Source: an optimization exercise on an open RTL-to-GDS flow (aim: small area and a short achievable clock period). Production flows keep margins and buffers that such runs may drop.
The RTL was checked by simulation tests, not by an equivalence proof against the original design.
No activity file was given, so power comes from the tool's default toggle rates.

**flow/flow/run.sh**
```bash
#!/bin/bash
# The standard layout (standard.sh, ORFS on the standard flow's config) with two changes:
# the port buffers are buf_4 cells rather than buffer_ports' default pick
# (a slow delay buffer that the timing repair, held to the same footprint,
# could not replace), and the timing repair may change a cell's footprint.
# make's output goes to make_finish.log here; ORFS keeps each step's log
# under orfs/logs.
set -euo pipefail
export BUFFER_PORTS_ARGS="-buffer_cell sky130_fd_sc_hd__buf_4"
bash standard.sh MATCH_CELL_FOOTPRINT=0 finish > make_finish.log 2>&1
```
**flow/standard.sh**
```bash
#!/bin/bash
# synth_recipe.tcl (not shown) runs the flow's synth.tcl, then flattens the netlist and writes it again
# the make line also repeats each setting of config.mk as NAME=value (left out here)
make -C /OpenROAD-flow-scripts/flow DESIGN_CONFIG=/design/flow/config.mk WORK_HOME=/design/flow/orfs CLKGATE_MAP_FILE= SYNTH_SCRIPT=/design/flow/synth_recipe.tcl "${@:-finish}"
```
**flow/config.mk**
```make
export PLATFORM = sky130hd
export DESIGN_NAME = cpuTop
export DESIGN_NICKNAME = cpuTop
export VERILOG_FILES = /design/flow/design.v
export SDC_FILE = /design/flow/constraint.sdc
export NUM_CORES = 4
export LEC_CHECK = 0
export CAP_MARGIN = 20
export CORE_MARGIN = 2
export CORE_UTILIZATION = 35
export CTS_CLUSTER_DIAMETER = 80
export CTS_CLUSTER_SIZE = 22
export SETUP_SLACK_MARGIN = 4.5
export SLEW_MARGIN = 20
```
**flow/constraint.sdc**
```tcl
create_clock -name core_clock -period 8.5 [get_ports {clk}]
set_input_delay 1.7000 -clock core_clock [delete_from_list [all_inputs] [get_ports {clk}]]
set_output_delay 1.7000 -clock core_clock [all_outputs]
set_load 0.01 [all_outputs]
```
**flow/design.v**
```verilog
`default_nettype none
package cpuPkg;
  localparam int dataWidth    = 16;   
  localparam int instWidth    = 32;   
  localparam int regCount     = 16;
  localparam int regAddrWidth = 4;    
  localparam int memDepth     = 64;   
  localparam int memAddrWidth = 6;    
  localparam int shamtWidth   = 5;
  localparam int regResetStep = 10;
  localparam logic [5:0] opRtype = 6'b000000;
  localparam logic [5:0] opLh    = 6'b100001;
  localparam logic [5:0] opSh    = 6'b101001;
  localparam logic [5:0] opAddi  = 6'b001000;
  localparam logic [5:0] opAndi  = 6'b001100;
  localparam logic [5:0] opOri   = 6'b001101;
  localparam logic [5:0] opSlti  = 6'b001010;
  localparam logic [5:0] opLui   = 6'b001111;
  localparam logic [5:0] fnAdd = 6'b100000;
  localparam logic [5:0] fnSub = 6'b100010;
  localparam logic [5:0] fnAnd = 6'b100100;
  localparam logic [5:0] fnOr  = 6'b100101;
  localparam logic [5:0] fnNor = 6'b100111;
  localparam logic [5:0] fnSlt = 6'b101010;
  localparam logic [5:0] fnSll = 6'b000000;
  localparam logic [5:0] fnSrl = 6'b000010;
  localparam int selAdd = 0;   
  localparam int selSub = 1;
  localparam int selAnd = 2;   
  localparam int selOr  = 3;   
  localparam int selNor = 4;
  localparam int selSlt = 5;   
  localparam int selSll = 6;
  localparam int selSrl = 7;
  localparam int selLui = 8;   
  localparam int selMem = 9;   
  localparam int selCount = 10;
endpackage
`default_nettype wire
`timescale 1ns/10ps
`default_nettype none
module aluCore (
  input  wire logic [cpuPkg::dataWidth-1:0]   opA,
  input  wire logic [cpuPkg::dataWidth-1:0]   opB,
  input  wire logic [cpuPkg::selCount-1:0]    resSel,
  input  wire logic [cpuPkg::shamtWidth-1:0]  shamt,
  input  wire logic                           ovfAdd,
  input  wire logic                           ovfSub,
  output logic      [cpuPkg::dataWidth-1:0]   result,
  output logic                                overflow
);
  localparam int msb = cpuPkg::dataWidth - 1;
  localparam int w   = cpuPkg::dataWidth;
  logic [w-1:0] sum, diff;
  logic         lessThan;
  assign sum = opA + opB;
  assign {lessThan, diff} = {1'b0, opA} - {1'b0, opB};   
  always_comb begin
    result = ({w{resSel[cpuPkg::selAdd]}} & sum)
           | ({w{resSel[cpuPkg::selSub]}} & diff)
           | ({w{resSel[cpuPkg::selAnd]}} & (opA & opB))
           | ({w{resSel[cpuPkg::selOr]}}  & (opA | opB))
           | ({w{resSel[cpuPkg::selNor]}} & ~(opA | opB))
           | ({w{resSel[cpuPkg::selSlt]}} & {{msb{1'b0}}, lessThan})
           | ({w{resSel[cpuPkg::selSll]}} & (opB << shamt))
           | ({w{resSel[cpuPkg::selSrl]}} & (opB >> shamt))
           | ({w{resSel[cpuPkg::selLui]}} & opB);   
  end
  assign overflow = (ovfAdd & (opA[msb] == opB[msb]) & (sum[msb] != opA[msb]))
                  | (ovfSub & (opA[msb] != opB[msb]) & (diff[msb] != opA[msb]));
endmodule
`default_nettype wire
`timescale 1ns/10ps
`default_nettype none
module regFile (
  input  wire logic                              clk,
  input  wire logic                              arstN,
  input  wire logic [cpuPkg::regAddrWidth-1:0]   rs,
  input  wire logic [cpuPkg::regAddrWidth-1:0]   rt,
  input  wire logic                              rdAEn,    
  input  wire logic                              rdBEn,
  output logic      [cpuPkg::dataWidth-1:0]      rdA,
  output logic      [cpuPkg::dataWidth-1:0]      rdB,
  input  wire logic                              wrEn,
  input  wire logic [cpuPkg::regAddrWidth-1:0]   wrAddr,
  input  wire logic [cpuPkg::dataWidth-1:0]      wrData
);
  localparam int n = cpuPkg::regCount;
  localparam int w = cpuPkg::dataWidth;
  logic [w-1:0] regs [n];
  logic [n-1:0] written;
  assign regs[0]    = '0;
  assign written[0] = 1'b1;
  for (genvar i = 1; i < n; i++) begin : g_reg
    always_ff @(posedge clk or negedge arstN) begin
      if (!arstN)
        written[i] <= 1'b0;
      else if (wrEn && (wrAddr == i))
        written[i] <= 1'b1;
    end
    always_ff @(posedge clk) begin
      if (wrEn && (wrAddr == i))
        regs[i] <= wrData;   
    end
  end
  always_comb begin
    rdA = '0;
    rdB = '0;
    for (int i = 1; i < n; i++) begin
      rdA = rdA | (regs[i] & {w{(rs == i) && written[i]}})
                | (w'(i * cpuPkg::regResetStep) & {w{(rs == i) && !written[i]}});
      rdB = rdB | (regs[i] & {w{(rt == i) && written[i]}})
                | (w'(i * cpuPkg::regResetStep) & {w{(rt == i) && !written[i]}});
    end
    rdA = rdA & {w{rdAEn}};
    rdB = rdB & {w{rdBEn}};
  end
endmodule
`default_nettype wire
`timescale 1ns/10ps
`default_nettype none
module dataMem (
  input  wire logic                              clk,
  input  wire logic                              arstN,
  input  wire logic [cpuPkg::memAddrWidth-1:0]   addrA,
  input  wire logic [cpuPkg::memAddrWidth-1:0]   addrB,
  input  wire logic [cpuPkg::dataWidth-1:0]      memWrData,
  input  wire logic                              memWe,
  input  wire logic                              memRe,     
  output logic      [cpuPkg::dataWidth-1:0]      memRdData
);
  localparam int n  = cpuPkg::memDepth;
  localparam int w  = cpuPkg::dataWidth;
  localparam int aw = cpuPkg::memAddrWidth;
  logic [w-1:0]  mem [n];
  logic [n-1:0]  written;
  logic [aw-1:0] p;
  logic [1:0]    bitOk [aw][2];
  logic [7:0]    loHit;        
  logic [7:0]    hiHit [2];    
  logic [n-1:0]  hit;
  assign p = addrA ^ addrB;
  always_comb begin
    bitOk[0][0] = {p[0], ~p[0]};
    bitOk[0][1] = {p[0], ~p[0]};
    for (int i = 1; i < aw; i++) begin
      bitOk[i][0] = {  (addrA[i-1] | addrB[i-1]) ^ p[i],
                     ~((addrA[i-1] | addrB[i-1]) ^ p[i])};
      bitOk[i][1] = {  (addrA[i-1] & addrB[i-1]) ^ p[i],
                     ~((addrA[i-1] & addrB[i-1]) ^ p[i])};
    end
  end
  for (genvar k = 0; k < 8; k++) begin : g_dec
    localparam logic [2:0] kb = k;
    assign loHit[k] = bitOk[0][0][kb[0]] & bitOk[1][kb[0]][kb[1]]
                    & bitOk[2][kb[1]][kb[2]];
    for (genvar h = 0; h < 2; h++) begin : g_hi
      assign hiHit[h][k] = bitOk[3][h][kb[0]] & bitOk[4][kb[0]][kb[1]]
                         & bitOk[5][kb[1]][kb[2]];
    end
  end
  for (genvar i = 0; i < n; i++) begin : g_word
    assign hit[i] = hiHit[(i / 4) % 2][i / 8] & loHit[i % 8];
    always_ff @(posedge clk or negedge arstN) begin
      if (!arstN)
        written[i] <= 1'b0;
      else if (memWe && hit[i])
        written[i] <= 1'b1;
    end
    always_ff @(posedge clk) begin
      if (memWe && hit[i])
        mem[i] <= memWrData;
    end
  end
  logic [w:0] half [16];
  logic [w:0] rdWord;
  always_comb begin
    rdWord = '0;
    for (int j = 0; j < 16; j++) begin
      half[j] = '0;
      for (int k = 0; k < 4; k++)
        half[j] = half[j] | ({written[4*j+k], mem[4*j+k]} & {(w+1){loHit[(4*j+k) % 8]}});
      rdWord = rdWord | (half[j] & {(w+1){hiHit[j % 2][j / 2] && memRe}});
    end
    memRdData = rdWord[w-1:0] & {w{rdWord[w]}};
  end
endmodule
`default_nettype wire
`timescale 1ns/10ps
`default_nettype none
module instDecoder (
  input  wire logic [cpuPkg::instWidth-1:0]  inst,
  output logic      [cpuPkg::selCount-1:0]   resSel,      
  output logic                               useImm,      
  output logic                               regWrite,
  output logic                               destIsRd,
  output logic                               memWrite,
  output logic                               illegalOp,
  output logic                               ovfAdd,
  output logic                               ovfSub
);
  logic [5:0] opcode;
  logic [5:0] funct;
  assign opcode = inst[31:26];
  assign funct  = inst[5:0];
  always_comb begin
    resSel    = '0;
    useImm    = 1'b0;
    regWrite  = 1'b0;
    destIsRd  = 1'b0;
    memWrite  = 1'b0;
    illegalOp = 1'b0;
    ovfAdd    = 1'b0;
    ovfSub    = 1'b0;
    case (opcode)
      cpuPkg::opRtype: begin
        regWrite = 1'b1;
        destIsRd = 1'b1;
        case (funct)
          cpuPkg::fnAdd: begin
            resSel[cpuPkg::selAdd] = 1'b1;
            ovfAdd = 1'b1;
          end
          cpuPkg::fnSub: begin
            resSel[cpuPkg::selSub] = 1'b1;
            ovfSub = 1'b1;
          end
          cpuPkg::fnAnd: resSel[cpuPkg::selAnd] = 1'b1;
          cpuPkg::fnOr:  resSel[cpuPkg::selOr]  = 1'b1;
          cpuPkg::fnNor: resSel[cpuPkg::selNor] = 1'b1;
          cpuPkg::fnSlt: resSel[cpuPkg::selSlt] = 1'b1;
          cpuPkg::fnSll: resSel[cpuPkg::selSll] = 1'b1;
          cpuPkg::fnSrl: resSel[cpuPkg::selSrl] = 1'b1;
          default: begin
            illegalOp = 1'b1;
            regWrite  = 1'b0;
            destIsRd  = 1'b0;
          end
        endcase
      end
      cpuPkg::opLh: begin
        resSel[cpuPkg::selMem] = 1'b1;
        useImm   = 1'b1;
        regWrite = 1'b1;
      end
      cpuPkg::opSh: begin
        resSel[cpuPkg::selAdd] = 1'b1;   
        useImm   = 1'b1;
        memWrite = 1'b1;
      end
      cpuPkg::opAddi: begin
        resSel[cpuPkg::selAdd] = 1'b1;
        useImm   = 1'b1;
        regWrite = 1'b1;
        ovfAdd   = 1'b1;
      end
      cpuPkg::opAndi: begin
        resSel[cpuPkg::selAnd] = 1'b1;
        useImm   = 1'b1;
        regWrite = 1'b1;
      end
      cpuPkg::opOri: begin
        resSel[cpuPkg::selOr] = 1'b1;
        useImm   = 1'b1;
        regWrite = 1'b1;
      end
      cpuPkg::opSlti: begin
        resSel[cpuPkg::selSlt] = 1'b1;
        useImm   = 1'b1;
        regWrite = 1'b1;
      end
      cpuPkg::opLui: begin
        resSel[cpuPkg::selLui] = 1'b1;
        useImm   = 1'b1;
        regWrite = 1'b1;
      end
      default: illegalOp = 1'b1;
    endcase
  end
endmodule
`default_nettype wire
`timescale 1ns/10ps
`default_nettype none
module execStage (
  input  wire logic                              clk,
  input  wire logic                              arstN,
  input  wire logic [cpuPkg::instWidth-1:0]      inst,
  input  wire logic                              instValid,
  input  wire logic [cpuPkg::selCount-1:0]       resSel,
  input  wire logic                              useImm,
  input  wire logic                              regWrite,
  input  wire logic                              destIsRd,
  input  wire logic                              memWrite,
  input  wire logic                              illegalOp,
  input  wire logic                              ovfAdd,
  input  wire logic                              ovfSub,
  output logic                                   resultValid,
  output logic      [cpuPkg::dataWidth-1:0]      result,
  output logic                                   overflow,
  output logic                                   illegal
);
  localparam int w = cpuPkg::dataWidth;
  logic [cpuPkg::regAddrWidth-1:0] rs, rt, wa;
  logic [w-1:0]                    rdA, rdB;
  assign rs = inst[24:21];   
  assign rt = inst[19:16];
  assign wa = destIsRd ? inst[14:11] : rt;
  logic                            dValid, dRegWr, dMemWr;
  logic [cpuPkg::regAddrWidth-1:0] dWa;
  logic [cpuPkg::selCount-1:0]     dSel;
  logic                            dOvfAdd, dOvfSub, dIllegal;
  logic [w-1:0]                    pA, pX, pS;
  logic                            bA, bX, bS;
  logic                            aluOvf;
  logic [w-1:0]                    aluR, memR;
  logic                            wWr;
  logic [cpuPkg::regAddrWidth-1:0] wWa;
  assign result = aluR | memR;   
  always_ff @(posedge clk or negedge arstN) begin
    if (!arstN) begin
      dValid <= 1'b0;
      dRegWr <= 1'b0;
      dMemWr <= 1'b0;
      wWr    <= 1'b0;
    end else begin
      dValid <= instValid;
      dRegWr <= instValid & regWrite & (wa != '0);   
      dMemWr <= instValid & memWrite;
      wWr    <= dRegWr;
    end
  end
  logic nextBA, nextBX, nextBS, pendA, pendB;
  assign nextBA = dRegWr && (dWa == rs);
  assign nextBX = dRegWr && (dWa == rt) && !useImm;
  assign nextBS = dRegWr && (dWa == rt) && memWrite;
  assign pendA  = wWr && (wWa == rs) && !nextBA;
  assign pendB  = wWr && (wWa == rt) && !(dRegWr && (dWa == rt));
  logic [w-1:0] opBReg;
  assign opBReg = rdB | (result & {w{pendB}});
  always_ff @(posedge clk) begin
    dWa      <= wa;
    dSel     <= resSel;
    dOvfAdd  <= ovfAdd;
    dOvfSub  <= ovfSub;
    dIllegal <= illegalOp;
    pA       <= rdA | (result & {w{pendA}});
    pX       <= useImm ? inst[15:0] : opBReg;
    pS       <= memWrite ? opBReg : w'(inst[10:6]);   
    bA       <= nextBA;
    bX       <= nextBX;
    bS       <= nextBS;
  end
  logic [w-1:0]                    opA, opX, stData;
  logic [w-1:0]                    memRdData;   
  logic [w-1:0]                    aluData;
  assign opA    = pA | (aluR & {w{bA}}) | (memR & {w{bA}});
  assign opX    = pX | (aluR & {w{bX}}) | (memR & {w{bX}});
  assign stData = pS | (aluR & {w{bS}}) | (memR & {w{bS}});
  regFile regs (
    .clk(clk), .arstN(arstN),
    .rs(rs), .rt(rt),
    .rdAEn(!nextBA && !pendA),
    .rdBEn(!(dRegWr && (dWa == rt)) && !pendB),
    .rdA(rdA), .rdB(rdB),
    .wrEn(wWr), .wrAddr(wWa), .wrData(result)
  );
  dataMem mem (
    .clk(clk), .arstN(arstN),
    .addrA(opA[cpuPkg::memAddrWidth-1:0]), .addrB(pX[cpuPkg::memAddrWidth-1:0]),   
    .memWrData(stData), .memWe(dMemWr), .memRe(dSel[cpuPkg::selMem]),
    .memRdData(memRdData)
  );
  aluCore alu (
    .opA(opA), .opB(opX), .resSel(dSel), .shamt(pS[cpuPkg::shamtWidth-1:0]),
    .ovfAdd(dOvfAdd), .ovfSub(dOvfSub),
    .result(aluData), .overflow(aluOvf)
  );
  always_ff @(posedge clk or negedge arstN) begin
    if (!arstN) resultValid <= 1'b0;
    else        resultValid <= dValid;
  end
  always_ff @(posedge clk) begin
    aluR     <= aluData;
    memR     <= memRdData;
    wWa      <= dWa;
    overflow <= aluOvf;
    illegal  <= dIllegal;
  end
endmodule
`default_nettype wire
`timescale 1ns/10ps
`default_nettype none
module cpuTop (
  input  wire logic                          clk,
  input  wire logic                          arstN,
  input  wire logic [cpuPkg::instWidth-1:0]  inst,
  input  wire logic                          instValid,
  output logic                               resultValid,
  output logic      [cpuPkg::dataWidth-1:0]  result,
  output logic                               overflow,
  output logic                               illegal
);
  logic [cpuPkg::selCount-1:0] resSel;
  logic useImm, regWrite, destIsRd, memWrite, illegalOp, ovfAdd, ovfSub;
  instDecoder dec (
    .inst(inst), .resSel(resSel), .useImm(useImm), .regWrite(regWrite),
    .destIsRd(destIsRd), .memWrite(memWrite), .illegalOp(illegalOp),
    .ovfAdd(ovfAdd), .ovfSub(ovfSub)
  );
  execStage exec (
    .clk(clk), .arstN(arstN), .inst(inst), .instValid(instValid),
    .resSel(resSel), .useImm(useImm), .regWrite(regWrite),
    .destIsRd(destIsRd), .memWrite(memWrite), .illegalOp(illegalOp),
    .ovfAdd(ovfAdd), .ovfSub(ovfSub),
    .resultValid(resultValid), .result(result),
    .overflow(overflow), .illegal(illegal)
  );
endmodule
`default_nettype wire
```
==> flow_summary.json, run 1 <==
{
  "grt_antenna_before_repair": 6,
  "hold_class": "flip-flop to flip-flop",
  "whs_ns": 0.3313,
  "syn-instance-count": 4139,
  "rows": 151,
  "async_flop_share_pct": 5.781,
  "num_vias": 39420,
  "netlist_top_cells_count": "1264 x edfxtp_1, 792 x a22oi_1, 384 x nand2_1",
  "clkTransAtPathRegs_ns": 0.09,
  "firstDrtPassIters": 9,
  "synth-xor-area-share_pct": 0.8696,
  "r2r_end": "exec.memR[1]",
  "synth-main-ff-cell": "edfxtp_1",
  "yosys_warnings": 10,
  "htreeDepth": 3,
  "post_synth.cell_area_avg_um2": 14.32,
  "fin_crit_sh_pct": 47.46,
  "routed_via_density": 6.086,
  "yosysMostFrequentCell": "edfxtp_1",
  "clockBufferDepth": 3,
  "grt-ovfl-total": 0,
  "cts_hold_buf": 0,
  "placed_area_um2": 62750,
  "rsz0062_at_grt": "yes",
  "muxShareOfSynthArea_pct": 1.496,
  "tritoncts": "yes",
  "core-area_um2": 168900,
  "track_usage_pct": 22.51,
  "ant_nets": 0,
  "routedWlPerCell_um": 31.16,
  "fin_area_um2": 66290,
  "worst_pin_slew_ns": 1.310,
  "clock-sinks": 1453,
  "cts_made_buffers": 82,
  "clock.fmax_ghz": 0.2479,
  "routed_wirelength_um": 201900,
  "yosysTopAreaCell": "edfxtp_1",
  "dieHeight_um": 415.6,
  "grt_max_degree": 103,
  "dpl.hpwl_um": 119600,
  "holdPathStages": 0,
  "synthTopCellsByArea": "edfxtp_1 64%, a22oi_1 10%, dfrtp_1 3.5%, dfxtp_1 3.5%, nand2_1 2.4%",
  "synth_compound_area_share_pct": 15.68,
  "synth_fp_nets": 4234,
  "synth_top_family_by_area": "compound AO/OA/AOI/OAI gates",
  "reg2reg_from": "exec.memR[2]",
  "syn_to_final_growth_pct": 11.83,
  "synthSimpleGateAreaFrac_pct": 7.235,
  "ys_seq_area_share_pct": 71.12,
  "post-route-drc-count": 0,
  "cts-root-buf": "clkbuf_16",
  "initial_core_util_pct": 35.10,
  "synth_adder_area_share_pct": 1.292,
  "outcome": "complete, no violations",
  "fin_ws_ns": 4.466,
  "multi_input_area_um2": 16450,
  "dieArea_um2": 172700,
  "power_density_nw_per_um2": 229.8,
  "setup_viol": 0,
  "io_pins": 54,
  "cp-startpoint": "exec.memR[2]",
  "ys_seq_elements": 1453,
  "ir_worst_vdd_mv": 0.1783,
  "insertion_delay_ns": 0.74,
  "cap_violations": 0,
  "worstPathArrival_ns": 4.61,
  "synth_top_area_share_pct": 64.03,
  "path_max_fanout": 51,
  "place.gp.congestion": 0.9455,
  "slew_violations": 0,
  "port-buffer-count": 51,
  "required_ns": 9.08,
  "grt_pass1_wl_um": 281700,
  "netlist_area_um2": 59280,
  "drive_gt1_share_pct": 14.92,
  "drt_iter0_markers": 6008,
  "skew_ns": 0.08199,
  "worstSetupPathType": "flip-flop to flip-flop",
  "rrSetupSlack_ns": 4.47,
  "crit_path_start_kind": "flip-flop",
  "leakagePower_nw": 22.89,
  "die_w_um": 415.6,
  "synth_edf_count": 1264,
  "fillers": 15660,
  "crit_path_end": "exec.memR[1]",
  "ff_latch_area_um2": 42160,
  "period_minus_slack_ns": 4.034,
  "synth.distinct_cells": 79,
  "tns_ns": 0,
  "slew_headroom_pct": 12.66,
  "post-place-ws_ns": 3.559,
  "fin_nets": 4285,
  "grt_pass1_vias": 37020,
  "end_kind": "flip-flop",
  "rr_worst_depth": 13,
  "hold_violations": 0
}
per-stage QoR:
| stage | std cells | power (W) | util (%) |
|---|---|---|---|
| global placement | 6290 | 0.01068 | 37.15 |
| detailed placement | 6290 | 0.01069 | 37.15 |
| finish | 6478 | 0.01523 | 39.25 |
| global route | 6476 | 0.01568 | 39.25 |
| CTS | 6465 | 0.01510 | 39.10 |
| floorplan | 4139 | 0.009605 | - |
registers in the layout (all words and copies together), names as in the netlist, 4 cells and up:
name,flops
exec.pA,16
exec.regs.regs,240
exec.pX,16
exec.regs.written,15
exec.wWa,4
exec.dSel,10
exec.dWa,4
exec.mem.written,64
exec.aluR,16
exec.memR,16
exec.pS,16
exec.mem.mem,1024
worst min path at each step:
stage	startpoint	endpoint	slack, ns
6_report	exec.dIllegal	exec.illegal	0.33
5_1_grt	exec.dIllegal	exec.illegal	0.34
4_1_cts	exec.dIllegal	exec.illegal	0.33
3_5_place_dp	exec.dIllegal	exec.illegal	0.31
3_3_place_gp	exec.dIllegal	exec.illegal	0.32
2_1_floorplan	exec.dIllegal	exec.illegal	0.31
cell usage in the layout, fill, tap and decap left out, types with 15 or more instances in the layout:
cell type  count
edfxtp_1    1264
a22oi_1      770
nand2_1      377
buf_4        207
nor2_1       130
dfxtp_1      102
clkbuf_16     90
dfrtp_1       84
or2_2         83
a21oi_1       80
o21ai_0       71
inv_1         66
nand4_1       56
ha_1          55
a221oi_1      43
clkbuf_1      43
nand3_1       42
nor2_2        36
a222oi_1      35
and3_1        34
a22o_1        32
mux2_2        25
a21o_1        23
nor3_1        23
nor2_4        22
a22oi_2       22
xnor2_1       20
xor2_1        20
mux2i_1       20
a21o_2        19
nor2b_1       19
o21a_1        19
mux4_2        18
a211oi_1      16
a31oi_1       16
o211ai_1      16
nand2b_1      15
worst max-delay path, cell delays in order (launching register included):
cell and delay, ns:
dfxtp_1 0.38, or2_4 0.32, a21o_1 0.26, inv_1 0.11, ha_4 0.38, xor2_4 0.30
nor3_4 0.12, clkbuf_16 0.27, a22oi_1 0.26, nand2_1 0.15, a22oi_2 0.35, nand4_1 0.29
or2_4 0.38, o21a_1 0.19
kinds of logic after synthesis:
logic type	Yosys count
flip-flops	1453
AO/OA/AOI/OAI	1254
AND/OR/NAND/NOR	916
buffers and inverters	341
multiplexers	63
adder cells (fa/ha/maj)	60
XOR/XNOR	52
where the power goes:
part           internal [W]  total [W]  switching (W)
Sequential          0.00777    0.00782      0.0000487
Clock               0.00195    0.00435        0.00240
Combinational      0.000919    0.00307        0.00215
final cells by class:
class / count / area share [%]
sequential: 1453 / 63.60
clock buffer: 129 / 3.443
antenna: 4 / 0.01510
timing repair buffer: 235 / 3.133
clock inverter: 21 / 0.4133
inverter: 68 / 0.3850
multi-input combinational: 2350 / 24.82
tap: 2218 / 4.186
metal layers:
layer	wire length, µm	vias to the layer above	track usage (%)
met3	21340	456	5.007
met2	91410	2501	34.87
li1	-	16480	-
met1	79750	19990	30.79
met5	0	-	0
met4	9376	0	8.789
what timing repair did:
item / CTS / global route
resized for setup: 108 / 22
buffers inserted: 16 / 4
hold endpoints to repair: 0 / 0
pin swaps: 21 / 10
cloned: 9 / 5
setup endpoints to repair: 913 / 203
==> inputs of run 2 (changes only) <==
--- a/flow/config.mk
+++ b/flow/config.mk
@@ -10,5 +10,5 @@
 export CORE_UTILIZATION = 35
 export CTS_CLUSTER_DIAMETER = 80
 export CTS_CLUSTER_SIZE = 22
-export SETUP_SLACK_MARGIN = 4.5
+export SETUP_SLACK_MARGIN = 5
 export SLEW_MARGIN = 20
==> run 2 against run 1 <==
  * Still clean
  * Sequential share of layout area fell by 2.6 points
  * Synthesized cell count is the same
  * Global-route usage grew 0.86 points
  * Critical path type unchanged
  * Critical endpoint is now exec.mem.mem[36][1]
  * Highest routed layer is now met5
==> flow_summary.json, run 2 <==
{
  "crit_path_top_delay_cell": "nand2_2",
  "post_synth.cell_area_avg_um2": 14.32,
  "initial_core_util_pct": 35.10,
  "worstSetupPathType": "flip-flop to flip-flop",
  "syn-instance-count": 4139,
  "clkTransAtPathRegs_ns": 0.09,
  "clockBufferDepth": 3,
  "critical_path.top_delay_family": "simple AND/OR/NAND/NOR gates",
  "drt_iter0_markers": 6646,
  "power_density_nw_per_um2": 228.0,
  "synth.distinct_cells": 79,
  "cts_made_buffers": 81,
  "place.gp.congestion": 0.9553,
  "fillers": 15380,
  "final_cell_mix": "1264 x edfxtp_1, 737 x a22oi_1, 367 x nand2_1",
  "htreeDepth": 3,
  "worst-path-buf-inv": 5,
  "synth_edf_count": 1264,
  "clock.fmax_ghz": 0.2796,
  "ant_nets": 0,
  "yosysMostFrequentCell": "edfxtp_1",
  "crit_path_end": "exec.mem.mem[36][1]",
  "fin_nets": 4404,
  "reg_top3": "exec.mem.mem: 1024 flops, exec.regs.regs: 240 flops, exec.mem.written: 64 flops",
  "routed_via_density": 6.164,
  "slew_headroom_pct": 30.10,
  "ys_seq_elements": 1453,
  "ir_worst_vdd_mv": 0.1806,
  "fin_ws_ns": 4.923,
  "slew_violations": 0,
  "synthTopCellsByArea": "edfxtp_1 64%, a22oi_1 10%, dfrtp_1 3.5%, dfxtp_1 3.5%, nand2_1 2.4%",
  "cap_violations": 0,
  "required_ns": 8.93,
  "path_cells": "or2_4, a21o_4, inv_6, ha_4, buf_12, xnor2_4, nor3_4, buf_4, buf_6, nand2_2, nor2_4, buf_12",
  "leakagePower_nw": 23.89,
  "yosysTopAreaCell": "edfxtp_1",
  "insertion_delay_ns": 0.76,
  "cts_hold_buf": 0,
  "synth-main-ff-cell": "edfxtp_1",
  "hold_class": "flip-flop to flip-flop",
  "grt_pass1_vias": 37650,
  "worstPathArrival_ns": 4.00,
  "period_minus_slack_ns": 3.577,
  "cp-startpoint": "exec.memR[1]",
  "routedWlPerCell_um": 32.12,
  "rrSetupSlack_ns": 4.92,
  "synth_fp_nets": 4234,
  "clock-sinks": 1453,
  "post-place-ws_ns": 3.517,
  "dieHeight_um": 415.6,
  "worst_pin_slew_ns": 1.046,
  "regMostFlops": "exec.mem.mem",
  "tritoncts": "yes",
  "grt_antenna_before_repair": 18,
  "drive_gt1_share_pct": 20.28,
  "outcome": "complete, no violations",
  "grt-ovfl-total": 0,
  "syn_to_final_growth_pct": 16.63,
  "routed_wirelength_um": 211800,
  "reg2reg_from": "exec.memR[1]",
  "io_pins": 54,
  "die_w_um": 415.6,
  "async_flop_share_pct": 5.781,
  "end_kind": "flip-flop",
  "firstDrtPassIters": 9,
  "num_vias": 40650,
  "tns_ns": 0,
  "crit_top_cell": "buf_12",
  "netlist_area_um2": 59280,
  "synth_top_area_share_pct": 64.03,
  "setup_viol": 0,
  "crit_path_start_kind": "flip-flop",
  "netlist_top_cells_count": "1264 x edfxtp_1, 792 x a22oi_1, 384 x nand2_1",
  "final_common_cell": "edfxtp_1",
  "rsz0062_at_grt": "yes",
  "yosys_warnings": 10,
  "core-area_um2": 168900,
  "largest_reg_flops": 1024,
  "crit_cells": 12,
  "dpl.hpwl_um": 116200,
  "grt_max_degree": 65,
  "cpPeakStageDelay_ns": 0.43,
  "grt_pass1_wl_um": 290500,
  "r2r_end": "exec.mem.mem[36][1]",
  "path_max_fanout": 24,
  "dieArea_um2": 172700,
  "rr_worst_depth": 12,
  "cts-root-buf": "clkbuf_16",
  "ys_seq_area_share_pct": 71.12,
  "fin_crit_sh_pct": 42.08,
  "skew_ns": 0.06898,
  "rows": 151,
  "port-buffer-count": 51,
  "hold_violations": 0,
  "track_usage_pct": 23.36,
  "post-route-drc-count": 0
}
[run 2: worst reg2reg max path: cells and delay by family, from the launching register on]
| kind | cells | cell delay, ns |
|---|---|---|
| fa+ha+maj | 1 | 0.22 |
| flops | 1 | 0.39 |
| xor+xnor | 1 | 0.13 |
| buf+inv | 5 | 0.96 |
| simple gates | 4 | 1.28 |
| compound gates | 1 | 0.27 |
[run 2: worst min path at each step]
| stage | from | to | slack [ns] | cells past startpoint |
|---|---|---|---|---|
| 2_1_floorplan | exec.dIllegal | exec.illegal | 0.31 | 0 |
| 3_3_place_gp | exec.dIllegal | exec.illegal | 0.32 | 0 |
| 3_5_place_dp | exec.dIllegal | exec.illegal | 0.32 | 0 |
| 4_1_cts | exec.dIllegal | exec.illegal | 0.34 | 0 |
| 5_1_grt | exec.dIllegal | exec.illegal | 0.35 | 0 |
| 6_report | exec.dIllegal | exec.illegal | 0.34 | 0 |
[run 2: stage by stage]
| step | util [%] | area, µm² | total power [W] | hold slack, ns | instances |
|---|---|---|---|---|---|
| final | 40.94 | 69140 | 0.01576 | 0.3353 | 6594 |
| after global routing | 40.93 | 69130 | 0.01620 | 0.3501 | 6591 |
| after CTS | 40.27 | 68030 | 0.01545 | 0.3365 | 6524 |
| after detailed placement | 37.19 | 62810 | 0.01079 | 0.3151 | 6229 |
| after global placement | 37.18 | 62810 | 0.01079 | 0.3161 | 6229 |
| after floorplan | - | 59800 | 0.009660 | 0.3096 | 4139 |
[run 2: metal layers]
layer	up-vias	part of all wire [%]	track usage (%)
li1	16720	-	-
met1	20730	39	31.78
met2	2674	45	35.38
met3	504	12	6.219
met4	14	4.7	9.683
met5	-	0.043	0
[run 2: final cells by class]
type / instances / area, µm² / area share (%)
Clock buffer: 126 / 2247 / 3.250
Clock inverter: 21 / 307.8 / 0.4452
Antenna cell: 3 / 7.507 / 0.01086
Sequential cell: 1453 / 42200 / 61.04
Tap cell: 2218 / 2775 / 4.014
Inverter: 68 / 260.3 / 0.3764
Timing Repair Buffer: 346 / 3985 / 5.764
Multi-Input combinational cell: 2359 / 17360 / 25.10
[run 2: power breakdown]
part / total [W] / switching (W) / leakage, nW / internal, W
Clock: 0.00436 / 0.00241 / 1.23 / 0.00195
Combinational: 0.00357 / 0.00247 / 8.95 / 0.00111
Sequential: 0.00782 / 0.0000579 / 13.7 / 0.00777
Total: 0.0158 / 0.00493 / 23.9 / 0.0108
[run 2: cell families (layout without fill, tap and decap cells)]
logic type,Yosys count,in the layout,share of synthesized area (%)
multiplexers,63,63,1.496
adder cells (fa/ha/maj),60,60,1.292
XOR/XNOR,52,52,0.8696
AND/OR/NAND/NOR,916,930,7.235
other,0,3,0
flip-flops,1453,1453,71.12
AO/OA/AOI/OAI,1254,1254,15.68
buffers and inverters,341,561,2.311
[run 2: repair_timing]
action | 4_1_cts | 5_1_grt
buffers inserted | 120 | 53
cloned | 28 | 14
endpoints found under the setup margin | 1146 | 271
pin swaps | 93 | 53
resized for setup | 168 | 78
==> inputs of run 3 (changes only) <==
--- a/flow/design.v
+++ b/flow/design.v
@@ -53,18 +53,25 @@
   localparam int w   = cpuPkg::dataWidth;
   logic [w-1:0] sum, diff;
   logic         lessThan;
+  logic [w-1:0] shIn, shOut;
   assign sum = opA + opB;
   assign {lessThan, diff} = {1'b0, opA} - {1'b0, opB};   
   always_comb begin
+    for (int i = 0; i < w; i++)
+      shIn[i] = resSel[cpuPkg::selSrl] ? opB[w-1-i] : opB[i];
+  end
+  assign shOut = shIn << shamt;
+  always_comb begin
     result = ({w{resSel[cpuPkg::selAdd]}} & sum)
            | ({w{resSel[cpuPkg::selSub]}} & diff)
            | ({w{resSel[cpuPkg::selAnd]}} & (opA & opB))
            | ({w{resSel[cpuPkg::selOr]}}  & (opA | opB))
            | ({w{resSel[cpuPkg::selNor]}} & ~(opA | opB))
            | ({w{resSel[cpuPkg::selSlt]}} & {{msb{1'b0}}, lessThan})
-           | ({w{resSel[cpuPkg::selSll]}} & (opB << shamt))
-           | ({w{resSel[cpuPkg::selSrl]}} & (opB >> shamt))
+           | ({w{resSel[cpuPkg::selSll]}} & shOut)
            | ({w{resSel[cpuPkg::selLui]}} & opB);   
+    for (int i = 0; i < w; i++)
+      result[i] = result[i] | (resSel[cpuPkg::selSrl] & shOut[w-1-i]);
   end
   assign overflow = (ovfAdd & (opA[msb] == opB[msb]) & (sum[msb] != opA[msb]))
                   | (ovfSub & (opA[msb] != opB[msb]) & (diff[msb] != opA[msb]));
==> run 3 against run 2 <==
  * Register-to-register slack lost 0.03 ns
  * Cell count decreased by 1.4%
  * Cell area decreased by 1.1%
  * Critical path depth up 1
  * Clock power down 5.0%
  * Via count decreased by 1.7%
  * Still clean
  * Die area shrank 0.27%
==> flow_summary.json, run 3 <==
{
  "final_cell_mix": "1264 x edfxtp_1, 731 x a22oi_1, 388 x nand2_1",
  "clock-sinks": 1453,
  "fin_crit_sh_pct": 42.44,
  "async_flop_share_pct": 5.781,
  "ir_worst_vdd_mv": 0.1865,
  "path_cells": "or2_4, a21o_4, buf_4, ha_2, xor2_4, and3_4, buf_4, clkbuf_16, a22oi_1, nand2_1, a22oi_1, nand4_1, o21a_4",
  "ys_seq_area_share_pct": 71.31,
  "ys_seq_elements": 1453,
  "regMostFlops": "exec.mem.mem",
  "grt_max_degree": 91,
  "fin_nets": 4330,
  "worst-path-buf-inv": 3,
  "final_common_cell": "edfxtp_1",
  "worstSetupPathType": "flip-flop to flip-flop",
  "drt_iter0_markers": 6716,
  "rr_worst_depth": 13,
  "routed_wirelength_um": 205600,
  "io_pins": 54,
  "tns_ns": 0,
  "place.gp.congestion": 0.9564,
  "port-buffer-count": 51,
  "holdPathStages": 0,
  "end_kind": "flip-flop",
  "placed_area_um2": 62630,
  "synthTopCellsByArea": "edfxtp_1 64%, a22oi_1 10%, dfrtp_1 3.6%, dfxtp_1 3.6%, nand2_1 2.6%",
  "grt_pass1_wl_um": 285100,
  "netlist_top_cells_count": "1264 x edfxtp_1, 789 x a22oi_1, 404 x nand2_1",
  "synth-main-ff-cell": "edfxtp_1",
  "yosysMostFrequentCell": "edfxtp_1",
  "firstDrtPassIters": 9,
  "die_w_um": 415.0,
  "ff_latch_area_um2": 42210,
  "cts-root-buf": "clkbuf_16",
  "cpPeakStageDelay_ns": 0.48,
  "synth_edf_count": 1264,
  "grt_antenna_before_repair": 13,
  "hold_violations": 0,
  "path_max_fanout": 25,
  "routed_via_density": 6.141,
  "leakagePower_nw": 24.71,
  "syn_to_final_growth_pct": 15.69,
  "dpl.hpwl_um": 114900,
  "hold_class": "flip-flop to flip-flop",
  "routedWlPerCell_um": 31.62,
  "synth_fp_nets": 4224,
  "setup_viol": 0,
  "crit_path_start_kind": "flip-flop",
  "clkTransAtPathRegs_ns": 0.09,
  "yosys_warnings": 10,
  "fin_area_um2": 68400,
  "slew_headroom_pct": 18.43,
  "synth_top_area_share_pct": 64.20,
  "clockBufferDepth": 3,
  "slew_violations": 0,
  "power_density_nw_per_um2": 217.0,
  "worstPathArrival_ns": 4.22,
  "multi_input_area_um2": 17550,
  "critical_path.top_delay_family": "compound AO/OA/AOI/OAI gates",
  "rows": 150,
  "core-area_um2": 167400,
  "synth.distinct_cells": 80,
  "htreeDepth": 3,
  "whs_endpoint": "exec.illegal",
  "skew_ns": 0.09754,
  "reg2reg_from": "exec.aluR[1]",
  "reg_top3": "exec.mem.mem: 1024 flops, exec.regs.regs: 240 flops, exec.mem.written: 64 flops",
  "insertion_delay_ns": 0.74,
  "rsz0062_at_grt": "yes",
  "netlist_area_um2": 59120,
  "clock.fmax_ghz": 0.2772,
  "fin_ws_ns": 4.892,
  "crit_path_top_delay_cell": "a22oi_1",
  "ant_nets": 0,
  "cap_violations": 0,
  "dieArea_um2": 172200,
  "outcome": "complete, no violations",
  "min_from": "exec.dIllegal",
  "largest_reg_flops": 1024,
  "syn-instance-count": 4129,
  "rrSetupSlack_ns": 4.89,
  "r2r_end": "exec.memR[0]",
  "cts_hold_buf": 0,
  "worst_pin_slew_ns": 1.220,
  "yosysTopAreaCell": "edfxtp_1",
  "post-place-ws_ns": 3.680,
  "num_vias": 39940,
  "tritoncts": "yes",
  "dieHeight_um": 415.0,
  "post-route-drc-count": 0,
  "required_ns": 9.11,
  "cts_made_buffers": 78,
  "grt_pass1_vias": 37080,
  "grt-ovfl-total": 0,
  "drive_gt1_share_pct": 19.80,
  "period_minus_slack_ns": 3.608,
  "initial_core_util_pct": 35.32,
  "fillers": 15130,
  "track_usage_pct": 22.89,
  "post_synth.cell_area_avg_um2": 14.32
}
==> run 3: changes by cell type in the layout (fill, tap and decap cells not counted), moves of 14 or more <==
cell     change
nor2_1      +15
and3_1      -14
buf_4       -46
a21oi_1     -40
o21ai_0     -22
nand2_1     +21
==> run 3: area by class of cell <==
class | count | share of cell area [%]
inverters | 71 | 0.3933
clock inverters | 13 | 0.2854
flip-flops and latches | 1453 | 61.70
repair buffers | 282 | 4.730
multi-input cells | 2349 | 25.66
diodes | 6 | 0.02195
clock buffers | 126 | 3.177
well taps | 2204 | 4.032
==> run 3: where the power goes <==
| part | internal (W) | switching, W | total [W] |
|---|---|---|---|
| Clock | 0.00181 | 0.00233 | 0.00414 |
| Sequential | 0.00772 | 0.0000594 | 0.00778 |
| Combinational | 0.000854 | 0.00207 | 0.00292 |
| Total | 0.0104 | 0.00446 | 0.0148 |
==> run 3: how the worst max path moves through the flow <==
stage / from / endpoint / slack, ns / cells after the start
after floorplan: inst[26] / exec.dRegWr / 4.78 / 8
after CTS: exec.memR[7] / exec.overflow / 4.87 / 10
after detailed placement: exec.memR[1] / exec.mem.mem[58][6] / 3.68 / 9
after global routing: exec.memR[7] / result[7] / 4.92 / 3
final: exec.aluR[1] / exec.memR[0] / 4.89 / 13
after global placement: inst[23] / exec.pA[2] / 3.41 / 9
==> run 3: metrics by stage <==
step | utilization [%] | total power (W) | hold slack, ns | cells
5_1_grt | 40.85 | 0.01523 | 0.3387 | 6499
2_1_floorplan | - | 0.009355 | 0.3096 | 4129
6_report | 40.86 | 0.01484 | 0.3326 | 6504
3_3_place_gp | 37.39 | 0.01024 | 0.3145 | 6190
4_1_cts | 40.43 | 0.01467 | 0.3364 | 6468
3_5_place_dp | 37.41 | 0.01024 | 0.3227 | 6192
==> run 3: repair_timing <==
| item | CTS | global route |
|---|---|---|
| hold endpoints to repair | 0 | 0 |
| buffers inserted | 113 | 23 |
| cloned | 24 | 7 |
| pin swaps | 92 | 45 |
| gates resized for setup | 196 | 91 |
| setup endpoints to repair | 1152 | 772 |
==> run 3: logic make-up after synthesis <==
logic type	Yosys count	synth area share, %
compound gates	1187	15.11
buf+inv	342	2.328
fa+ha+maj	60	1.295
simple gates	966	7.653
xor+xnor	56	0.9248
flops	1453	71.31
mux	65	1.382
==> run 3: layer usage <==
| metal | vias up | GRT usage, % | share of wire (%) |
|---|---|---|---|
| met5 | - | 0 | 0.023 |
| met4 | 8 | 9.334 | 4.8 |
| met3 | 493 | 5.553 | 12 |
| met2 | 2646 | 34.76 | 44 |
| met1 | 20250 | 31.43 | 39 |
| li1 | 16540 | - | - |
==> inputs of run 4 (changes only) <==
--- a/flow/design.v
+++ b/flow/design.v
@@ -317,7 +317,7 @@
   logic [cpuPkg::selCount-1:0]     dSel;
   logic                            dOvfAdd, dOvfSub, dIllegal;
   logic [w-1:0]                    pA, pX, pS;
-  logic                            bA, bX, bS;
+  logic                            bAAlu, bXAlu, bSAlu, bAMem, bXMem, bSMem;
   logic                            aluOvf;
   logic [w-1:0]                    aluR, memR;
   logic                            wWr;
@@ -353,16 +353,19 @@
     pA       <= rdA | (result & {w{pendA}});
     pX       <= useImm ? inst[15:0] : opBReg;
     pS       <= memWrite ? opBReg : w'(inst[10:6]);   
-    bA       <= nextBA;
-    bX       <= nextBX;
-    bS       <= nextBS;
+    bAAlu    <= nextBA && !dSel[cpuPkg::selMem];
+    bXAlu    <= nextBX && !dSel[cpuPkg::selMem];
+    bSAlu    <= nextBS && !dSel[cpuPkg::selMem];
+    bAMem    <= nextBA && dSel[cpuPkg::selMem];
+    bXMem    <= nextBX && dSel[cpuPkg::selMem];
+    bSMem    <= nextBS && dSel[cpuPkg::selMem];
   end
   logic [w-1:0]                    opA, opX, stData;
   logic [w-1:0]                    memRdData;   
   logic [w-1:0]                    aluData;
-  assign opA    = pA | (aluR & {w{bA}}) | (memR & {w{bA}});
-  assign opX    = pX | (aluR & {w{bX}}) | (memR & {w{bX}});
-  assign stData = pS | (aluR & {w{bS}}) | (memR & {w{bS}});
+  assign opA    = pA | (aluR & {w{bAAlu}}) | (memR & {w{bAMem}});
+  assign opX    = pX | (aluR & {w{bXAlu}}) | (memR & {w{bXMem}});
+  assign stData = pS | (aluR & {w{bSAlu}}) | (memR & {w{bSMem}});
   regFile regs (
     .clk(clk), .arstN(arstN),
     .rs(rs), .rt(rt),
==> run 4 against run 3 <==
  * Still clean on timing, DRC and antenna
  * Flip-flop and latch count up 3
  * Worst setup slack better by 0.074 ns
  * Synthesized cell count is 3.1% lower
  * Clock skew shrank 0.055 ns
  * Power rose by 0.99%
  * Via count down 1.4%
  * Global-route usage fell by 0.28 points
  * Worst hold slack improved by 0.019 ns
  * Non-clock buffer count shrank 24
  * Critical path depth decreased by 4
  * Largest power group unchanged
==> flow_summary.json, run 4 <==
{
  "syn_to_final_growth_pct": 15.07,
  "required_ns": 9.16,
  "power_density_nw_per_um2": 221.2,
  "fin_crit_sh_pct": 41.58,
  "worstSetupPathType": "input port to flip-flop",
  "crit_path_top_delay_cell": "a31oi_1",
  "final_cells": 6352,
  "wl_met1_um": 79530,
  "drive_gt1_share_pct": 20.44,
  "setup_viol": 0,
  "port-buffer-count": 51,
  "critical_path.top_delay_family": "simple AND/OR/NAND/NOR gates",
  "top_layer": "met5",
  "synth-main-ff-cell": "edfxtp_1",
  "skew_ns": 0.04255,
  "crit_top_cell": "buf_4",
  "rows": 150,
  "rsz0062_at_grt": "yes",
  "cts_made_buffers": 81,
  "grt_pass1_vias": 36680,
  "slew_headroom_pct": 25.55,
  "dieArea_um2": 171600,
  "final_common_cell": "edfxtp_1",
  "grt_pass1_wl_um": 281000,
  "place.gp.congestion": 0.9588,
  "worstPathArrival_ns": 4.20,
  "synth.distinct_cells": 82,
  "worst-path-buf-inv": 2,
  "regMostFlops": "exec.mem.mem",
  "synth_edf_count": 1264,
  "largest_reg_flops": 1024,
  "wl_met2_um": 92350,
  "routedWlPerCell_um": 32.02,
  "crit_path_start_kind": "input port",
  "path_cells": "buf_4, nor2b_2, and3_2, buf_4, a22o_1, a221oi_1, and3_1, a31oi_1, mux2_2",
  "period_minus_slack_ns": 3.534,
  "yosysTopAreaCell": "edfxtp_1",
  "reg_top3": "exec.mem.mem: 1024 flops, exec.regs.regs: 240 flops, exec.mem.written: 64 flops",
  "io_pins": 54,
  "initial_core_util_pct": 35.22,
  "path_max_fanout": 19,
  "cap_violations": 0,
  "dp.cells": 6073,
  "netlist_top_cells_count": "1264 x edfxtp_1, 684 x a22oi_1, 303 x a21oi_1",
  "end_kind": "flip-flop",
  "tns_ns": 0,
  "synthTopCellsByArea": "edfxtp_1 64%, a22oi_1 8.7%, dfxtp_1 3.7%, dfrtp_1 3.6%, a21oi_1 2.6%",
  "clock.fmax_ghz": 0.2830,
  "post-route-drc-count": 0,
  "routed_via_density": 6.201,
  "hold_class": "flip-flop to flip-flop",
  "cpPeakStageDelay_ns": 0.50,
  "fin_util_pct": 40.52,
  "clock-sinks": 1456,
  "ys_seq_elements": 1456,
  "core-area_um2": 167200,
  "dieHeight_um": 414.2,
  "yosysMostFrequentCell": "edfxtp_1",
  "reg2reg_from": "exec.bAAlu",
  "num_vias": 39390,
  "outcome": "complete, no violations",
  "dpl.hpwl_um": 112700,
  "fin_area_um2": 67770,
  "met3_length_um": 21420,
  "syn-instance-count": 4001,
  "fin_nets": 4181,
  "routed_wirelength_um": 203400,
  "htreeDepth": 3,
  "grt-ovfl-total": 0,
  "tritoncts": "yes",
  "die_w_um": 414.2,
  "cts_hold_buf": 0,
  "post_synth.cell_area_avg_um2": 14.72,
  "leakagePower_nw": 22.02,
  "placed_area_um2": 62320,
  "min_from": "exec.dIllegal",
  "cts-root-buf": "clkbuf_16",
  "track_usage_pct": 22.60,
  "grt_antenna_before_repair": 6,
  "synth_fp_nets": 4096,
  "clockBufferDepth": 3,
  "synth_top_area_share_pct": 64.45,
  "firstDrtPassIters": 9,
  "hold_violations": 0,
  "netlist_area_um2": 58890,
  "drt_iter0_markers": 6381,
  "ant_nets": 0,
  "insertion_delay_ns": 0.72,
  "grt_max_degree": 65,
  "clkTransAtPathRegs_ns": 0.10,
  "cp-startpoint": "inst[17]",
  "async_flop_share_pct": 5.769,
  "yosys_warnings": 10,
  "ir_worst_vdd_mv": 0.1865,
  "ys_seq_area_share_pct": 71.69,
  "n_antenna_cell": 0,
  "worst_pin_slew_ns": 1.117,
  "final_cell_mix": "1264 x edfxtp_1, 674 x a22oi_1, 259 x a21oi_1",
  "slew_violations": 0
}
==> run 4: worst register-to-register path, cell delays in order, from the launching register on <==
cell     delay [ns]
dfxtp_4        0.39
a221o_2        0.49
inv_1          0.12
ha_2           0.35
xor2_2         0.24
nor2_1         0.09
buf_4          0.20
nand3_1        0.13
buf_6          0.23
a21oi_1        0.17
nor4_1         0.72
a31oi_1        0.19
==> run 4: cell families (layout without fill, tap and decap cells) <==
family	after synthesis	after routing	share of synthesized area [%]
muxes	60	60	1.436
xor gates and xnor gates	57	57	0.9412
DFF	1456	1456	71.69
buffers and inverters	332	472	2.392
AOI/OAI and AO/OA	1320	1320	15.92
and+or+nand+nor	716	723	6.312
adders and majority gates	60	60	1.300
==> run 4: routing by layer <==
metal	up-vias	track usage, %
met2	2590	35.09
met3	474	3.793
li1	16250	-
met4	4	9.828
met5	-	0
met1	20070	31.28
==> run 4: power by group <==
group / switching [W] / total, W / leakage, nW / internal [W]
combinational: 0.00195 / 0.00290 / 6.56 / 0.000941
clock: 0.00238 / 0.00428 / 1.19 / 0.00190
sequential: 0.0000622 / 0.00781 / 14.3 / 0.00775
total: 0.00440 / 0.0150 / 22.0 / 0.0106
==> run 4: timing repair <==
item                        CTS  global route
gates cloned                 23             5
buffers inserted             88            18
gates resized for setup     223            78
pin swaps                    62            25
setup endpoints to repair  1155           354
==> run 4: path summary, 6_finish.rpt <==
kind | slack, ns | depth (start not counted) | endpoint
setup / recovery | 4.97 | 9 | exec.pX[2]
hold / removal | 0.35 | 0 | exec.illegal
setup reg to reg | 5.01 | 11 | exec.memR[2]
hold reg to reg | 0.35 | 0 | exec.illegal
max in group asynchronous | 6.12 | 2 | exec.mem.written[21]
min in group asynchronous | 0.96 | 1 | exec.mem.written[1]
==> run 4: area by class of cell <==
| type | instances | area, µm² |
|---|---|---|
| clock buffers | 127 | 2231 |
| inverters | 69 | 262.8 |
| multi-input cells | 2220 | 17190 |
| well taps | 2204 | 2758 |
| clock inverters | 18 | 259.0 |
| flip-flops and latches | 1456 | 42250 |
| repair buffers | 258 | 2818 |
| fillers | 15070 | 99460 |
==> run 4: per-stage QoR <==
stage          hold WS, ns  power (W)  worst slack [ns]
6_report            0.3512    0.01499             4.966
5_1_grt             0.3670    0.01538             4.898
4_1_cts             0.3514    0.01482             4.910
3_5_place_dp        0.3205    0.01016             3.399
3_3_place_gp        0.3116    0.01015             3.449
2_1_floorplan       0.3096   0.009426             4.990
==> inputs of run 5 (changes only) <==
--- a/flow/config.mk
+++ b/flow/config.mk
@@ -10,5 +10,7 @@
 export CORE_UTILIZATION = 35
 export CTS_CLUSTER_DIAMETER = 80
 export CTS_CLUSTER_SIZE = 22
+export GPL_ROUTABILITY_DRIVEN = 0
+export PLACE_DENSITY = 0.7
 export SETUP_SLACK_MARGIN = 5
 export SLEW_MARGIN = 20
==> run 5 against run 4 <==
  * Global-route usage decreased by 1.4 points
  * Worst setup slack worse by 0.053 ns
  * Sequential share of layout area up 0.24 points
  * Clock power down 3%
  * Routed wire length fell by 5.7%
  * Area after synthesis is the same
  * Cell area fell by 0.36%
  * Flip-flop and latch count stayed put
  * First-iteration DRC count is 18% higher
  * Critical path type is now flip-flop to flip-flop
  * Largest cell class unchanged
  * Highest routed layer unchanged
==> flow_summary.json, run 5 <==
{
  "tritoncts": "yes",
  "synth_top_area_share_pct": 64.45,
  "grt_antenna_before_repair": 7,
  "syn_to_final_growth_pct": 14.65,
  "multi_input_area_um2": 17160,
  "num_vias": 40000,
  "ff_latch_area_um2": 42260,
  "post_synth.cell_area_avg_um2": 14.72,
  "regMostFlops": "exec.mem.mem",
  "syn-instance-count": 4001,
  "fin_ws_ns": 4.913,
  "netlist_top_cells_count": "1264 x edfxtp_1, 684 x a22oi_1, 303 x a21oi_1",
  "path_max_fanout": 24,
  "ys_seq_elements": 1456,
  "clock.fmax_ghz": 0.2788,
  "die_w_um": 414.2,
  "yosysMostFrequentCell": "edfxtp_1",
  "drt_iter0_markers": 7548,
  "cpPeakStageDelay_ns": 0.68,
  "post-route-drc-count": 0,
  "worstSetupPathType": "flip-flop to flip-flop",
  "synth.distinct_cells": 82,
  "synth_fp_nets": 4096,
  "routedWlPerCell_um": 30.25,
  "async_flop_share_pct": 5.769,
  "grt_pass1_wl_um": 269400,
  "crit_path_top_delay_cell": "nor4_1",
  "cap_violations": 0,
  "dieHeight_um": 414.2,
  "period_minus_slack_ns": 3.587,
  "post-place-ws_ns": 3.467,
  "worst_pin_slew_ns": 1.237,
  "firstDrtPassIters": 10,
  "worstPathArrival_ns": 4.14,
  "htreeDepth": 3,
  "cts-root-buf": "clkbuf_16",
  "fin_nets": 4170,
  "clock-sinks": 1456,
  "hold_violations": 0,
  "hold_class": "flip-flop to flip-flop",
  "yosys_warnings": 10,
  "netlist_area_um2": 58890,
  "slew_violations": 0,
  "power_density_nw_per_um2": 219.4,
  "routed_wirelength_um": 191800,
  "largest_reg_flops": 1024,
  "final_cell_mix": "1264 x edfxtp_1, 674 x a22oi_1, 265 x a21oi_1",
  "insertion_delay_ns": 0.75,
  "io_pins": 54,
  "dieArea_um2": 171600,
  "yosysTopAreaCell": "edfxtp_1",
  "ant_nets": 0,
  "critical_path.top_delay_family": "compound AO/OA/AOI/OAI gates",
  "rsz0062_at_grt": "yes",
  "synth-main-ff-cell": "edfxtp_1",
  "core-area_um2": 167200,
  "tns_ns": 0,
  "ys_seq_area_share_pct": 71.69,
  "path_cells": "a221o_2, buf_4, ha_1, xor2_4, nor3_4, clkbuf_16, buf_12, a22oi_1, a21oi_1, nor4_1, a31oi_4",
  "cts_made_buffers": 78,
  "dpl.hpwl_um": 106600,
  "drive_gt1_share_pct": 19.82,
  "clockBufferDepth": 3,
  "end_kind": "flip-flop",
  "fillers": 14760,
  "ir_worst_vdd_mv": 0.1655,
  "track_usage_pct": 21.25,
  "initial_core_util_pct": 35.22,
  "grt_pass1_vias": 37010,
  "whs_ns": 0.3454,
  "grt_max_degree": 65,
  "reg_top3": "exec.mem.mem: 1024 flops, exec.regs.regs: 240 flops, exec.mem.written: 64 flops",
  "rows": 150,
  "outcome": "complete, no violations",
  "routed_via_density": 6.309,
  "final_common_cell": "edfxtp_1",
  "worst-path-buf-inv": 3,
  "crit_path_start_kind": "flip-flop",
  "port-buffer-count": 51,
  "synth_edf_count": 1264,
  "clkTransAtPathRegs_ns": 0.09,
  "fin_crit_sh_pct": 42.20,
  "required_ns": 9.05,
  "leakagePower_nw": 21.94,
  "fin_util_pct": 40.38,
  "skew_ns": 0.09944,
  "slew_headroom_pct": 17.56,
  "synthTopCellsByArea": "edfxtp_1 64%, a22oi_1 8.7%, dfxtp_1 3.7%, dfrtp_1 3.6%, a21oi_1 2.6%",
  "setup_viol": 0,
  "grt-ovfl-total": 0
}
## run 5: cell counts after synthesis
No cell type changed its count.
## run 5: final cells by class
type                            instances  share of cell area, %
Timing Repair Buffer                  251                  3.943
Tap cell                             2204                  4.084
Multi-Input combinational cell       2219                  25.42
Inverter                               69                 0.3892
Clock inverter                         13                 0.3836
Clock buffer                          125                  3.184
Sequential cell                      1456                  62.58
Antenna cell                            3                0.01112
## run 5: repair_timing
item	CTS	global route
buffers inserted	84	28
gates resized for setup	194	89
gates cloned	20	2
endpoints found under the setup margin	1150	255
pin swaps	54	23
hold buffers	0	0
## run 5: cell families after synthesis
kind of cell    after synthesis  synth area share (%)
fa+ha+maj                    60                 1.300
flops                      1456                 71.69
mux                          60                 1.436
simple gates                716                 6.312
compound gates             1320                 15.92
xor+xnor                     57                0.9412
buf+inv                     332                 2.392
## run 5: worst paths after layout
| kind | from | endpoint | slack (ns) | cells past startpoint |
|---|---|---|---|---|
| max | exec.bAAlu | exec.memR[1] | 4.91 | 11 |
| min | exec.dIllegal | exec.illegal | 0.35 | 0 |
| max reg2reg | exec.bAAlu | exec.memR[1] | 4.91 | 11 |
| min reg2reg | exec.dIllegal | exec.illegal | 0.35 | 0 |
| max in group asynchronous | arstN | exec.mem.written[22] | 6.13 | 2 |
| min in group asynchronous | arstN | exec.mem.written[40] | 0.95 | 1 |
## run 5: through the flow
stage | cells | total power (W) | area, µm²
6_report | 6340 | 0.01481 | 67520
5_1_grt | 6337 | 0.01517 | 67510
4_1_cts | 6307 | 0.01462 | 66750
3_5_place_dp | 6065 | 0.01012 | 62280
3_3_place_gp | 6065 | 0.01008 | 62270
2_1_floorplan | 4001 | 0.009426 | 59530
## run 5: worst reg2reg max path: stages, from the launching register on
cell	delay, ns
dfxtp_4	0.40
a221o_2	0.47
buf_4	0.16
ha_1	0.23
xor2_4	0.28
nor3_4	0.10
clkbuf_16	0.22
buf_12	0.24
a22oi_1	0.19
a21oi_1	0.20
nor4_1	0.68
a31oi_4	0.27
## run 5: metal layers
metal | vias to the layer above | routed length [µm] | share of wire, % | global-route usage, %
met3 | 546 | 27910 | 15 | 5.484
met4 | 10 | 10150 | 5.3 | 9.244
met1 | 19850 | 69000 | 36 | 29.05
li1 | 16220 | - | - | -
met5 | - | 85 | 0.044 | 0
met2 | 3377 | 84610 | 44 | 31.93
## run 5: report_power, final
group / internal [W] / total, W / switching [W] / leakage (nW)
clock network: 0.00183 / 0.00416 / 0.00233 / 1.14
logic: 0.000958 / 0.00284 / 0.00188 / 6.53
registers: 0.00775 / 0.00781 / 0.0000641 / 14.3
==> inputs of run 6 (changes only) <==
--- a/flow/config.mk
+++ b/flow/config.mk
@@ -7,10 +7,9 @@
 export LEC_CHECK = 0
 export CAP_MARGIN = 20
 export CORE_MARGIN = 2
-export CORE_UTILIZATION = 35
+export CORE_UTILIZATION = 45
 export CTS_CLUSTER_DIAMETER = 80
 export CTS_CLUSTER_SIZE = 22
-export GPL_ROUTABILITY_DRIVEN = 0
-export PLACE_DENSITY = 0.7
+export PLACE_DENSITY = 0.65
 export SETUP_SLACK_MARGIN = 5
 export SLEW_MARGIN = 20
==> run 6 against run 5 <==
  * Sequential power barely moved
  * Combinational power up 6%
  * Largest cell class unchanged
  * Die area is 22% lower
  * Worst setup slack better by 0.020 ns
  * Worst hold slack lost 0.0074 ns
  * Still clean on timing, DRC and antenna
==> flow_summary.json, run 6 <==
{
  "dieArea_um2": 133800,
  "rows": 132,
  "fillers": 10460,
  "slew_violations": 0,
  "synth_fp_nets": 4096,
  "die_w_um": 365.8,
  "tritoncts": "yes",
  "tns_ns": 0,
  "netlist_area_um2": 58890,
  "drive_gt1_share_pct": 20.69,
  "core-area_um2": 129600,
  "num_vias": 39620,
  "syn-instance-count": 4001,
  "hold_violations": 0,
  "path_max_fanout": 17,
  "period_minus_slack_ns": 3.567,
  "cap_violations": 0,
  "power_frac_comb_pct": 19.9,
  "port-buffer-count": 51,
  "rsz0062_at_grt": "yes",
  "final_common_cell": "edfxtp_1",
  "clock.fmax_ghz": 0.2804,
  "synth-main-ff-cell": "edfxtp_1",
  "hold_class": "flip-flop to flip-flop",
  "clock-sinks": 1456,
  "yosysMostFrequentCell": "edfxtp_1",
  "grt_antenna_before_repair": 10,
  "final_cell_mix": "1264 x edfxtp_1, 664 x a22oi_1, 252 x a21oi_1",
  "crit_path_top_delay_cell": "a21oi_1",
  "initial_core_util_pct": 45.42,
  "routed_via_density": 6.738,
  "cell_internal_pwr_w": 0.01069,
  "ir_worst_vdd_mv": 0.1689,
  "place.gp.congestion": 0.9463,
  "worstPathArrival_ns": 4.21,
  "worst-path-buf-inv": 4,
  "ant_nets": 0,
  "drt_iter0_markers": 6484,
  "track_usage_pct": 28.43,
  "ff_latch_area_um2": 42250,
  "synth_edf_count": 1264,
  "multi_input_area_um2": 17390,
  "cts-root-buf": "clkbuf_16",
  "io_pins": 54,
  "worstSetupPathType": "flip-flop to flip-flop",
  "synthTopCellsByArea": "edfxtp_1 64%, a22oi_1 8.7%, dfxtp_1 3.7%, dfrtp_1 3.6%, a21oi_1 2.6%",
  "dpl.hpwl_um": 112200,
  "total_power_w": 0.01506,
  "setup_viol": 0,
  "synth.distinct_cells": 82,
  "clkTransAtPathRegs_ns": 0.09,
  "p_sw_share_pct": 29.00,
  "grt_max_degree": 65,
  "worst_pin_slew_ns": 1.263,
  "regMostFlops": "exec.mem.mem",
  "grt_pass1_vias": 36600,
  "crit_path_start_kind": "flip-flop",
  "async_flop_share_pct": 5.769,
  "grt_pass1_wl_um": 275700,
  "ys_seq_area_share_pct": 71.69,
  "post-place-ws_ns": 3.502,
  "p_sw_w": 0.004366,
  "insertion_delay_ns": 0.74,
  "ys_seq_elements": 1456,
  "clockBufferDepth": 3,
  "path_cells": "buf_4, a221o_1, inv_1, ha_4, xnor2_4, nor2_1, buf_4, nand3_1, buf_12, a21oi_1, nor4_2, a31oi_1",
  "seqPwrFrac_pct": 51.9,
  "placed_area_um2": 61700,
  "post_synth.cell_area_avg_um2": 14.72,
  "fin_util_pct": 51.92,
  "p_clk_share_pct": 28.2,
  "slew_headroom_pct": 15.78,
  "fin_area_um2": 67310,
  "fin_nets": 4169,
  "cpPeakStageDelay_ns": 0.64,
  "skew_ns": 0.05791,
  "synth_top_area_share_pct": 64.45,
  "cts_made_buffers": 80,
  "end_kind": "flip-flop",
  "dieHeight_um": 365.8,
  "outcome": "complete, no violations",
  "grt-ovfl-total": 0,
  "fin_crit_sh_pct": 41.96,
  "routed_wirelength_um": 197100,
  "firstDrtPassIters": 10,
  "syn_to_final_growth_pct": 14.31,
  "critical_path.top_delay_family": "compound AO/OA/AOI/OAI gates",
  "leakagePower_nw": 21.99,
  "fin_ws_ns": 4.933,
  "power_density_nw_per_um2": 223.7,
  "yosys_warnings": 10,
  "reg_top3": "exec.mem.mem: 1024 flops, exec.regs.regs: 240 flops, exec.mem.written: 64 flops",
  "required_ns": 9.14,
  "post-route-drc-count": 0,
  "routedWlPerCell_um": 33.52,
  "crit_top_cell": "buf_4",
  "yosysTopAreaCell": "edfxtp_1",
  "netlist_top_cells_count": "1264 x edfxtp_1, 684 x a22oi_1, 303 x a21oi_1",
  "htreeDepth": 3,
  "largest_reg_flops": 1024
}
==> run 6: cell counts after synthesis <==
No cell type changed its count.
==> run 6: layout make-up <==
cell class	instances	share of cell area, %
inverters	69	0.3903
flip-flops and latches	1456	62.76
clock buffers	130	3.314
repair buffers	249	4.076
multi-input cells	2218	25.83
well taps	1742	3.238
clock inverters	15	0.3829
diodes	2	0.007435
==> run 6: power groups by stage <==
| stage | clock, W | combinational (W) | sequential, W |
|---|---|---|---|
| floorplan | 0 | 0.00149 | 0.00794 |
| global placement | 0 | 0.00214 | 0.00798 |
| detailed placement | 0 | 0.00216 | 0.00797 |
| CTS | 0.00426 | 0.00268 | 0.00781 |
| global route | 0.00452 | 0.00311 | 0.00782 |
| finish | 0.00424 | 0.00300 | 0.00782 |
==> run 6: worst paths after layout <==
check	end	slack, ns	depth (start not counted)	from
max in group asynchronous	exec.regs.written[1]	6.16	2	arstN
min reg2reg	exec.illegal	0.34	0	exec.dIllegal
max reg2reg	exec.memR[9]	4.93	12	exec.bAMem
max	exec.memR[9]	4.93	12	exec.bAMem
min	exec.illegal	0.34	0	exec.dIllegal
min in group asynchronous	exec.mem.written[3]	0.94	1	arstN
==> run 6: routing by layer <==
metal,wire (µm),track usage [%]
met3,24350,6.126
met1,76310,40.65
met2,87460,42.29
met4,9006,11.58
met5,28,0
==> run 6: kinds of logic (layout without fill, tap and decap cells) <==
family          Yosys count  after routing  share of synthesized area [%]
mux                      60             60                          1.436
fa+ha+maj                60             60                          1.300
compound gates         1320           1320                          15.92
flops                  1456           1456                          71.69
other cells               0              2                              0
xor+xnor                 57             57                         0.9412
buf+inv                 332            463                          2.392
simple gates            716            721                          6.312
==> run 6: stage by stage <==
step | instances | hold slack, ns
floorplan | 4001 | 0.3096
global placement | 5607 | 0.3141
detailed placement | 5607 | 0.3179
CTS | 5849 | 0.3417
global route | 5880 | 0.3431
finish | 5881 | 0.3380
==> run 6: what timing repair did <==
item | CTS | global route
setup endpoints to repair | 1156 | 300
cloned | 21 | 4
gates resized for setup | 260 | 113
pin swaps | 55 | 34
setup buffers | 76 | 26
hold buffers | 0 | 0

[what the ideal ports hide]
The flow's constraints put no driver on any port. The routed layouts listed below were extracted and timed again, unchanged, in two steps. Step 1: set_driving_cell puts a clkbuf_16 on clk and a buf_2 on each other input, an assumption about the parent block. Step 2 also shifts input and output timing later by t, the mid clock arrival at the registers, as if the neighbouring blocks saw the same clock. Three values: ideal ports, drivers, drivers and shift; two values: the first two.
| run | t (ns) | slack for setup (ns) | hold slack, ns | slew at the worst register clock pin (ns) |
|---|---|---|---|---|
| run 1 | 0.784 | 4.466 / 4.466 / 3.724 | 0.331 / 0.331 / 0.331 | 0.10 / 0.10 |
| run 2 | 0.818 | 4.923 / 4.913 / 4.257 | 0.335 / 0.335 / 0.335 | 0.10 / 0.10 |
| run 3 | 0.775 | 4.892 / 4.860 / 4.256 | 0.333 / 0.333 / 0.333 | 0.10 / 0.10 |
| run 4 | 0.782 | 4.966 / 4.943 / 4.232 | 0.351 / 0.351 / 0.351 | 0.10 / 0.10 |
| run 5 | 0.778 | 4.913 / 4.913 / 4.289 | 0.345 / 0.345 / 0.345 | 0.10 / 0.10 |
| run 6 | 0.777 | 4.933 / 4.920 / 4.200 | 0.338 / 0.338 / 0.338 | 0.09 / 0.09 |
After both steps setup and hold are still met in every run listed. For run 1, which loses most, drivers alone change the setup slack by 0.000 ns; drivers and shift together by -0.742 ns.
